This is an optimization exercise on Yosys and OpenROAD, whose aim is small area, not a production implementation.
Function was checked by simulation only, so behaviour that the tests miss may differ from the original.
Power and IR drop assume default switching activity.

==> flow/design.v (excerpt) <==
module sccb_responder #(
  parameter logic [7:0] DEV_ID   = sccb_pkg::SCCB_DEF_ID,
  parameter int         FILT_LEN = 3
) (
  input  logic       CLK,
  input  logic       RST,
  input  logic       scl_i,
  input  logic       sda_i,
  input  logic [7:0] rd_addr,
  output logic       sda_oe,
  output logic       busy,
  output logic       wr_valid,
  output logic [7:0] wr_addr,
  output logic [7:0] wr_data,
  output logic [7:0] rd_data
);
  logic scl_lvl, scl_rise, scl_fall;
  logic sda_lvl, sda_rise, sda_fall;
  logic [1:0] pad;
  logic [1:0] f_s0, f_s1;
  logic [1:0] f_hist [FILT_LEN-1];
  logic [1:0] f_lvl, f_rise, f_fall;
  logic [1:0] f_chg;
  assign pad = {sda_i, scl_i};
  always_comb begin
    for (int i = 0; i < 2; i++) begin
      f_chg[i] = (f_s1[i] != f_lvl[i]);
      for (int k = 0; k < FILT_LEN - 1; k++)
        if (f_hist[k][i] != f_s1[i]) f_chg[i] = 1'b0;
    end
  end
  always_ff @(posedge CLK) begin
    f_s0 <= pad;
    f_s1 <= f_s0;
    f_hist[0] <= f_s1;
    for (int k = 1; k < FILT_LEN - 1; k++) f_hist[k] <= f_hist[k-1];
  end
  always_ff @(posedge CLK) begin
    if (RST) begin
      f_lvl  <= f_s1;
      f_rise <= '0;
      f_fall <= '0;
    end else begin
      f_lvl  <= f_lvl ^ f_chg;
      f_rise <= f_chg & f_s1;
      f_fall <= f_chg & ~f_s1;
    end
  end
  assign scl_lvl  = f_lvl[0];
  assign scl_rise = f_rise[0];
  assign scl_fall = f_fall[0];
  assign sda_lvl  = f_lvl[1];
  assign sda_rise = f_rise[1];
  assign sda_fall = f_fall[1];
  logic scl_edge, start, stop;
  assign scl_edge = scl_rise | scl_fall;
  assign start = sda_fall & scl_lvl & ~scl_edge;
  assign stop  = sda_rise & scl_lvl & ~scl_edge;
  sccb_pkg::sccb_state_t          state;
  ...
Settings: LEC_CHECK=0, CAP_MARGIN=40, CORE_MARGIN=2, CORE_UTILIZATION=65, CTS_BUF_LIST=sky130_fd_sc_hd__clkbuf_8, CTS_CLUSTER_DIAMETER=50, CTS_CLUSTER_SIZE=20, PLACE_DENSITY=0.75, SLEW_MARGIN=30, SYNTH_HIERARCHICAL=1, SYNTH_MINIMUM_KEEP_SIZE=0; clock period 10.0 ns.
standard.sh (not shown) runs the stock make flow with config.mk's settings and CLKGATE_MAP_FILE= SYNTH_SCRIPT=/design/flow/synth_recipe.tcl, a recipe that flattens the netlist after the stock synthesis.
==> flow/flow/run.sh <==
#!/bin/bash
# The standard layout with two changes: the port buffers are made from the
# smallest buffer cell instead of the one buffer_ports picks by itself, and
# clock tree synthesis inserts no dummy loads. Each tool's output goes to
# ORFS's own logs under orfs/logs; make's output goes to make_finish.log here.
set -euo pipefail
bash standard.sh finish \
  "BUFFER_PORTS_ARGS=-buffer_cell sky130_fd_sc_hd__buf_1" \
  "CTS_ARGS=-sink_clustering_enable -repair_clock_nets -sink_clustering_size 20 -sink_clustering_max_diameter 50 -buf_list sky130_fd_sc_hd__clkbuf_8 -dont_use_dummy_load" \
  > make_finish.log 2>&1
The first run produced a clean layout.
Next try:
--- a/flow/design.v
+++ b/flow/design.v
@@ -86,72 +86,83 @@
   logic [7:0]           shreg;
   logic [7:0]           ptr;
   logic                 sda_oe_q;
   logic                 busy_q;
   logic                 wr_valid_q;
   logic [7:0]           wr_addr_q;
   logic [7:0]           wr_data_q;
   logic [7:0]           rd_data_q;
   logic                 rd_mode;
   logic                 mack;
   logic [7:0]           rf_rd;
-  localparam int NPORT = 8;
-  localparam int PSTEP = 256 / NPORT;
+  localparam int NPORT = 5;
+  localparam int PSTEP = 52;
   logic [2047:0] ring;
   logic [7:0] off;
   logic       sweeping;
   logic [7:0] byte_in;
   logic       commit;
   logic       pend;
+  logic [NPORT-1:0] fhit;
+  logic       fany;
+  logic [7:0] ftap;
   logic [7:0] wval;
   logic       wany;
   logic [7:0] fa;
   logic [7:0] fpos;
   logic [7:0] shadow;
   logic [7:0] hpos;
   logic [7:0] hraw;
   assign byte_in = {shreg[6:0], sda_lvl};
   assign commit  = ~RST & ~sweeping & scl_rise
                  & (state == sccb_pkg::ST_WDATA) & (bitcnt == 4'd7);
   assign fa   = (state == sccb_pkg::ST_RDATA) ? ptr + 8'd1 : ptr;
   assign fpos = fa + off;
-  assign wany = sweeping | (pend & (fpos[4:0] == 5'd0));
+  always_comb
+    for (int k = 0; k < NPORT; k++) fhit[k] = (fpos == 8'(k * PSTEP));
+  assign fany = |fhit;
+  assign wany = sweeping | (pend & fany);
   assign wval = sweeping ? 8'h00 : wr_data_q;
   always_ff @(posedge CLK) begin
     ring <= {ring[2039:0], ring[2047:2040]};
     for (int k = 0; k < NPORT; k++)
-      if (wany && (sweeping || fpos[7:5] == 3'(k)))
+      if (wany && (sweeping || fhit[k]))
         ring[k*PSTEP*8 +: 8] <= wval;
   end
   always_ff @(posedge CLK) begin
     if (RST)
       pend <= 1'b0;
     else if (commit)
       pend <= 1'b1;
-    else if (fpos[4:0] == 5'd0)
+    else if (fany)
       pend <= 1'b0;
   end
   always_ff @(posedge CLK) begin
     if (RST) begin
       sweeping <= 1'b1;
       off      <= '0;
     end else begin
       off <= off + 8'd1;
       if (off == 8'hFF) sweeping <= 1'b0;
     end
   end
+  always_comb begin
+    ftap = '0;
+    for (int k = 0; k < NPORT; k++)
+      if (fhit[k]) ftap = ftap | ring[k*PSTEP*8 +: 8];
+  end
   always_ff @(posedge CLK) begin
     if (RST || sweeping)
       shadow <= '0;
-    else if (fpos[4:0] == 5'd0)
-      shadow <= ring[{fpos[7:5], 5'd0, 3'd0} +: 8];
+    else if (fany)
+      shadow <= ftap;
   end
   assign rf_rd = (ptr == wr_addr_q) ? wr_data_q : shadow;
   localparam int NGRP = 255 / 3;
   logic [15:0]  hsel_lo, hsel_hi;
   logic [255:0] hsel;
   assign hpos = rd_addr + off;
   always_comb begin
     for (int i = 0; i < 16; i++) begin
       hsel_lo[i] = (hpos[3:0] == 4'(i));
       hsel_hi[i] = (hpos[7:4] == 4'(i));
     end
Effect: Synthesized cell count shrinks by about 3%; routed wire length is lower by about 4%; sequential cell count stays the same; non-clock buffer count went up by 28; synthesized area went down by about 1.7%; sequential power barely changes; first-iteration DRC count went up by about 3.6%; worst setup slack is worse by 1.3 ns; count of clock-buffer cells in the layout came out lower by 1; combinational power goes up by 9.1%; cell area came out lower by 1.5%; sequential share of layout area rose by 1.1 points.

* * *

The RTL this note starts from:
==> flow/design.v <==
package sccb_pkg;
  localparam logic       SCCB_ACK    = 1'b0;
  localparam logic       SCCB_NACK   = 1'b1;
  localparam logic [7:0] SCCB_DEF_ID = 8'h42;
  localparam int BIT_CNT_W = 4;
  localparam logic [BIT_CNT_W-1:0] BYTE_BITS = 4'd8;
  typedef logic [3:0] sccb_state_t;
  localparam sccb_state_t ST_IDLE      = 4'd0;
  localparam sccb_state_t ST_ID        = 4'd1;
  localparam sccb_state_t ST_ID_ACK    = 4'd2;
  localparam sccb_state_t ST_SUB       = 4'd3;
  localparam sccb_state_t ST_SUB_ACK   = 4'd4;
  localparam sccb_state_t ST_WDATA     = 4'd5;
  localparam sccb_state_t ST_WDATA_ACK = 4'd6;
  localparam sccb_state_t ST_RDATA     = 4'd7;
  localparam sccb_state_t ST_RDATA_ACK = 4'd8;
  localparam sccb_state_t ST_IGNORE    = 4'd9;
endpackage
module sccb_line_filter #(
  parameter int FILT_LEN = 3
) (
  input  logic clk,
  input  logic rst,
  input  logic din,
  output logic level,
  output logic rise,
  output logic fall
);
  localparam logic [3:0] LIM = 4'(FILT_LEN - 1);
  logic       s0;
  logic       s1;
  logic [3:0] cnt;
  always_ff @(posedge clk) begin
    s0 <= din;
    s1 <= s0;
  end
  always_ff @(posedge clk) begin
    if (rst) begin
      level <= s1;
      cnt   <= '0;
      rise  <= 1'b0;
      fall  <= 1'b0;
    end else begin
      rise <= 1'b0;
      fall <= 1'b0;
      if (s1 == level) begin
        cnt <= '0;
      end else if (cnt == LIM) begin
        level <= s1;
        cnt   <= '0;
        rise  <= s1;
        fall  <= ~s1;
      end else begin
        cnt <= cnt + 4'd1;
      end
    end
  end
endmodule
module sccb_responder #(
  parameter logic [7:0] DEV_ID   = sccb_pkg::SCCB_DEF_ID,
  parameter int         FILT_LEN = 3
) (
  input  logic       CLK,
  input  logic       RST,
  input  logic       scl_i,
  input  logic       sda_i,
  input  logic [7:0] rd_addr,
  output logic       sda_oe,
  output logic       busy,
  output logic       wr_valid,
  output logic [7:0] wr_addr,
  output logic [7:0] wr_data,
  output logic [7:0] rd_data
);
  logic scl_lvl, scl_rise, scl_fall;
  logic sda_lvl, sda_rise, sda_fall;
  sccb_line_filter #(.FILT_LEN(FILT_LEN)) u_scl (
    .clk(CLK), .rst(RST), .din(scl_i),
    .level(scl_lvl), .rise(scl_rise), .fall(scl_fall)
  );
  sccb_line_filter #(.FILT_LEN(FILT_LEN)) u_sda (
    .clk(CLK), .rst(RST), .din(sda_i),
    .level(sda_lvl), .rise(sda_rise), .fall(sda_fall)
  );
  logic scl_edge, start, stop;
  assign scl_edge = scl_rise | scl_fall;
  assign start = sda_fall & scl_lvl & ~scl_edge;
  assign stop  = sda_rise & scl_lvl & ~scl_edge;
  sccb_pkg::sccb_state_t          state;
  logic [sccb_pkg::BIT_CNT_W-1:0] bitcnt;
  logic [7:0]           shreg;
  logic [7:0]           ptr;
  logic                 sda_oe_q;
  logic                 busy_q;
  logic                 wr_valid_q;
  logic [7:0]           wr_addr_q;
  logic [7:0]           wr_data_q;
  logic [7:0]           rd_data_q;
  logic                 rd_mode;
  logic                 mack;
  logic [7:0]           rf_rd;
  logic [7:0] regfile [256];
  logic       sweeping;
  logic [7:0] clr_cnt;
  logic [7:0] byte_in;
  logic       commit;
  logic       rf_we;
  logic [7:0] rf_wa;
  logic [7:0] rf_wd;
  assign byte_in = {shreg[6:0], sda_lvl};
  assign commit  = ~RST & ~sweeping & scl_rise
                 & (state == sccb_pkg::ST_WDATA) & (bitcnt == 4'd7);
  assign rf_we   = sweeping | commit;
  assign rf_wa   = sweeping ? clr_cnt : ptr;
  assign rf_wd   = sweeping ? 8'h00 : byte_in;
  assign rf_rd   = sweeping ? 8'h00 : regfile[ptr];
  always_ff @(posedge CLK) begin
    if (rf_we) regfile[rf_wa] <= rf_wd;
  end
  always_ff @(posedge CLK) begin
    if (RST) begin
      sweeping <= 1'b1;
      clr_cnt  <= '0;
    end else if (sweeping) begin
      clr_cnt <= clr_cnt + 8'd1;
      if (clr_cnt == 8'hFF) sweeping <= 1'b0;
    end
  end
  always_ff @(posedge CLK) begin
    if (RST || sweeping)
      rd_data_q <= '0;
    else if (commit && rd_addr == ptr)
      rd_data_q <= byte_in;
    else
      rd_data_q <= regfile[rd_addr];
  end
  always_ff @(posedge CLK) begin
    wr_valid_q <= 1'b0;
    if (RST) begin
      state     <= sccb_pkg::ST_IDLE;
      bitcnt    <= '0;
      shreg     <= '0;
      ptr       <= '0;
      sda_oe_q  <= 1'b0;
      busy_q    <= 1'b0;
      wr_addr_q <= '0;
      wr_data_q <= '0;
      rd_mode   <= 1'b0;
      mack      <= sccb_pkg::SCCB_NACK;
    end else if (start) begin
      state    <= sccb_pkg::ST_ID;
      bitcnt   <= '0;
      sda_oe_q <= 1'b0;
      busy_q   <= 1'b1;
    end else if (stop) begin
      state    <= sccb_pkg::ST_IDLE;
      sda_oe_q <= 1'b0;
      busy_q   <= 1'b0;
    end else begin
      case (state)
        sccb_pkg::ST_ID, sccb_pkg::ST_SUB, sccb_pkg::ST_WDATA: begin
          if (scl_rise) begin
            shreg  <= byte_in;
            bitcnt <= bitcnt + 4'd1;
          end
          if (commit) begin
            wr_valid_q <= 1'b1;
            wr_addr_q  <= ptr;
            wr_data_q  <= byte_in;
            ptr        <= ptr + 8'd1;
          end
          if (scl_fall && bitcnt == sccb_pkg::BYTE_BITS) begin
            bitcnt   <= '0;
            sda_oe_q <= ~sccb_pkg::SCCB_ACK;
            if (state == sccb_pkg::ST_SUB) begin
              ptr   <= shreg;
              state <= sccb_pkg::ST_SUB_ACK;
            end else if (state == sccb_pkg::ST_WDATA) begin
              state <= sccb_pkg::ST_WDATA_ACK;
            end else if (shreg == DEV_ID) begin
              state <= sccb_pkg::ST_ID_ACK;
              rd_mode <= 1'b0;
            end else if (shreg == (DEV_ID | 8'h01)) begin
              state   <= sccb_pkg::ST_ID_ACK;
              rd_mode <= 1'b1;
            end else begin
              state    <= sccb_pkg::ST_IGNORE;
              sda_oe_q <= ~sccb_pkg::SCCB_NACK;
            end
          end
        end
        sccb_pkg::ST_ID_ACK: begin
          if (scl_fall) begin
            bitcnt   <= '0;
            sda_oe_q <= 1'b0;
            if (rd_mode) begin
              state    <= sccb_pkg::ST_RDATA;
              shreg    <= rf_rd;
              sda_oe_q <= ~rf_rd[7];
            end else begin
              state <= sccb_pkg::ST_SUB;
            end
          end
        end
        sccb_pkg::ST_SUB_ACK, sccb_pkg::ST_WDATA_ACK: begin
          if (scl_fall) begin
            bitcnt   <= '0;
            sda_oe_q <= 1'b0;
            state    <= sccb_pkg::ST_WDATA;
          end
        end
        sccb_pkg::ST_RDATA: begin
          if (scl_rise) bitcnt <= bitcnt + 4'd1;
          if (scl_fall) begin
            if (bitcnt == sccb_pkg::BYTE_BITS) begin
              bitcnt   <= '0;
              sda_oe_q <= 1'b0;
              ptr      <= ptr + 8'd1;
              state    <= sccb_pkg::ST_RDATA_ACK;
            end else begin
              sda_oe_q <= ~shreg[6];
              shreg    <= {shreg[6:0], 1'b0};
            end
          end
        end
        sccb_pkg::ST_RDATA_ACK: begin
          if (scl_rise) mack <= sda_lvl;
          if (scl_fall) begin
            if (mack == sccb_pkg::SCCB_ACK) begin
              state    <= sccb_pkg::ST_RDATA;
              bitcnt   <= '0;
              shreg    <= rf_rd;
              sda_oe_q <= ~rf_rd[7];
            end else begin
              state <= sccb_pkg::ST_IGNORE;
            end
          end
        end
        default: ;
      endcase
    end
  end
  assign sda_oe   = sda_oe_q & ~RST;
  assign busy     = busy_q;
  assign wr_valid = wr_valid_q;
  assign wr_addr  = wr_addr_q;
  assign wr_data  = wr_data_q;
  assign rd_data  = rd_data_q;
endmodule
export LEC_CHECK = 0
export CAP_MARGIN = 40
export CORE_MARGIN = 2
export CORE_UTILIZATION = 45
export SLEW_MARGIN = 30
create_clock -name core_clock -period 10.0 [get_ports {CLK}]
run.sh (not shown) runs the stock make flow with config.mk's settings and CLKGATE_MAP_FILE= SYNTH_SCRIPT=/design/flow/synth_recipe.tcl, a recipe that flattens the netlist after the stock synthesis.
Stock flow here: none of the scripts above is used.
==> next run, changes <==
--- a/flow/design.v
+++ b/flow/design.v
@@ -97,44 +97,66 @@
   logic [7:0]           wr_data_q;
   logic [7:0]           rd_data_q;
   logic                 rd_mode;
   logic                 mack;
   logic [7:0]           rf_rd;
-  logic [7:0] regfile [256];
+  localparam int NPORT = 8;
+  localparam int PSTEP = 256 / NPORT;
+  logic [2047:0] ring;
+  logic [7:0] off;
   logic       sweeping;
-  logic [7:0] clr_cnt;
   logic [7:0] byte_in;
   logic       commit;
-  logic       rf_we;
-  logic [7:0] rf_wa;
-  logic [7:0] rf_wd;
+  logic [7:0] wpos;
+  logic [7:0] wval;
+  logic       wany;
+  logic [7:0] fa;
+  logic [7:0] fpos;
+  logic [7:0] shadow;
+  logic [7:0] hpos;
+  logic [7:0] hraw;
   assign byte_in = {shreg[6:0], sda_lvl};
   assign commit  = ~RST & ~sweeping & scl_rise
                  & (state == sccb_pkg::ST_WDATA) & (bitcnt == 4'd7);
-  assign rf_we   = sweeping | commit;
-  assign rf_wa   = sweeping ? clr_cnt : ptr;
-  assign rf_wd   = sweeping ? 8'h00 : byte_in;
-  assign rf_rd   = sweeping ? 8'h00 : regfile[ptr];
-  always_ff @(posedge CLK) begin
-    if (rf_we) regfile[rf_wa] <= rf_wd;
+  assign wpos = wr_addr_q + off + 8'd1;
+  assign wany = sweeping | (wpos[4:0] == 5'd0);
+  assign wval = sweeping ? 8'h00 : wr_data_q;
+  always_ff @(posedge CLK) begin
+    ring <= {ring[2039:0], ring[2047:2040]};
+    for (int k = 0; k < NPORT; k++)
+      if (wany && (sweeping || wpos[7:5] == 3'(k)))
+        ring[k*PSTEP*8 +: 8] <= wval;
   end
   always_ff @(posedge CLK) begin
     if (RST) begin
       sweeping <= 1'b1;
-      clr_cnt  <= '0;
-    end else if (sweeping) begin
-      clr_cnt <= clr_cnt + 8'd1;
-      if (clr_cnt == 8'hFF) sweeping <= 1'b0;
+      off      <= '0;
+    end else begin
+      off <= off + 8'd1;
+      if (off == 8'hFF) sweeping <= 1'b0;
     end
   end
+  assign fa   = (state == sccb_pkg::ST_RDATA) ? ptr + 8'd1 : ptr;
+  assign fpos = fa + off;
+  always_ff @(posedge CLK) begin
+    if (RST || sweeping)
+      shadow <= '0;
+    else if (fpos[4:0] == 5'd0)
+      shadow <= ring[{fpos[7:5], 5'd0, 3'd0} +: 8];
+  end
+  assign rf_rd = (ptr == wr_addr_q) ? wr_data_q : shadow;
+  assign hpos = rd_addr + off;
+  assign hraw = ring[{hpos, 3'd0} +: 8];
   always_ff @(posedge CLK) begin
     if (RST || sweeping)
       rd_data_q <= '0;
     else if (commit && rd_addr == ptr)
       rd_data_q <= byte_in;
+    else if (rd_addr == wr_addr_q)
+      rd_data_q <= wr_data_q;
     else
-      rd_data_q <= regfile[rd_addr];
+      rd_data_q <= hraw;
   end
   always_ff @(posedge CLK) begin
     wr_valid_q <= 1'b0;
     if (RST) begin
       state     <= sccb_pkg::ST_IDLE;
Result: Worst hold slack got worse by 0.0054 ns. Routed wire length falls by 61%. Total power shrinks by about 7%. Setup slack is worse by 0.60 ns. Fmax falls by 10%. Global-route usage drops by 12 points. Cell area went down by 34%.

## re-timing with driven ports
The flow's constraints put no driver on any port. The routed layouts listed below were extracted and timed again, unchanged, in two steps.
Step 1 (the two cells are an assumption about what drives the block):
set clk [get_ports {CLK}]
set_driving_cell -lib_cell sky130_fd_sc_hd__clkbuf_16 $clk
set_driving_cell -lib_cell sky130_fd_sc_hd__buf_2 [delete_from_list [all_inputs] $clk]
Step 2, shift: input delay + t, output delay - t, t = (earliest + latest rising clock arrival at the registers) / 2. This alone moves slack from input paths to output paths.
a / b / c = no drivers / after step 1 / after step 2; a / b = the first two.
| run | shift t [ns] | slack for setup (ns) | worst setup path at the end | slew at the worst register clock pin (ns) |
|---|---|---|---|---|
| the first run of note 1 | 0.905 | 3.211 / 3.255 / 2.350 | input to register | 0.12 / 0.12 |
| the second run of note 1 | 0.904 | 1.884 / 1.936 / 1.032 | input to register | 0.12 / 0.12 |
| the first run of note 2 | 0.965 | 4.748 / 4.724 / 3.878 | input to register | 0.07 / 0.07 |
| the second run of note 2 | 0.867 | 4.148 / 4.194 / 3.327 | input to register | 0.06 / 0.06 |
After both steps setup and hold are still met in every run listed. The setup slack of the first run of note 2, which loses most, moves by -0.024 ns with the drivers and by -0.870 ns with both steps.
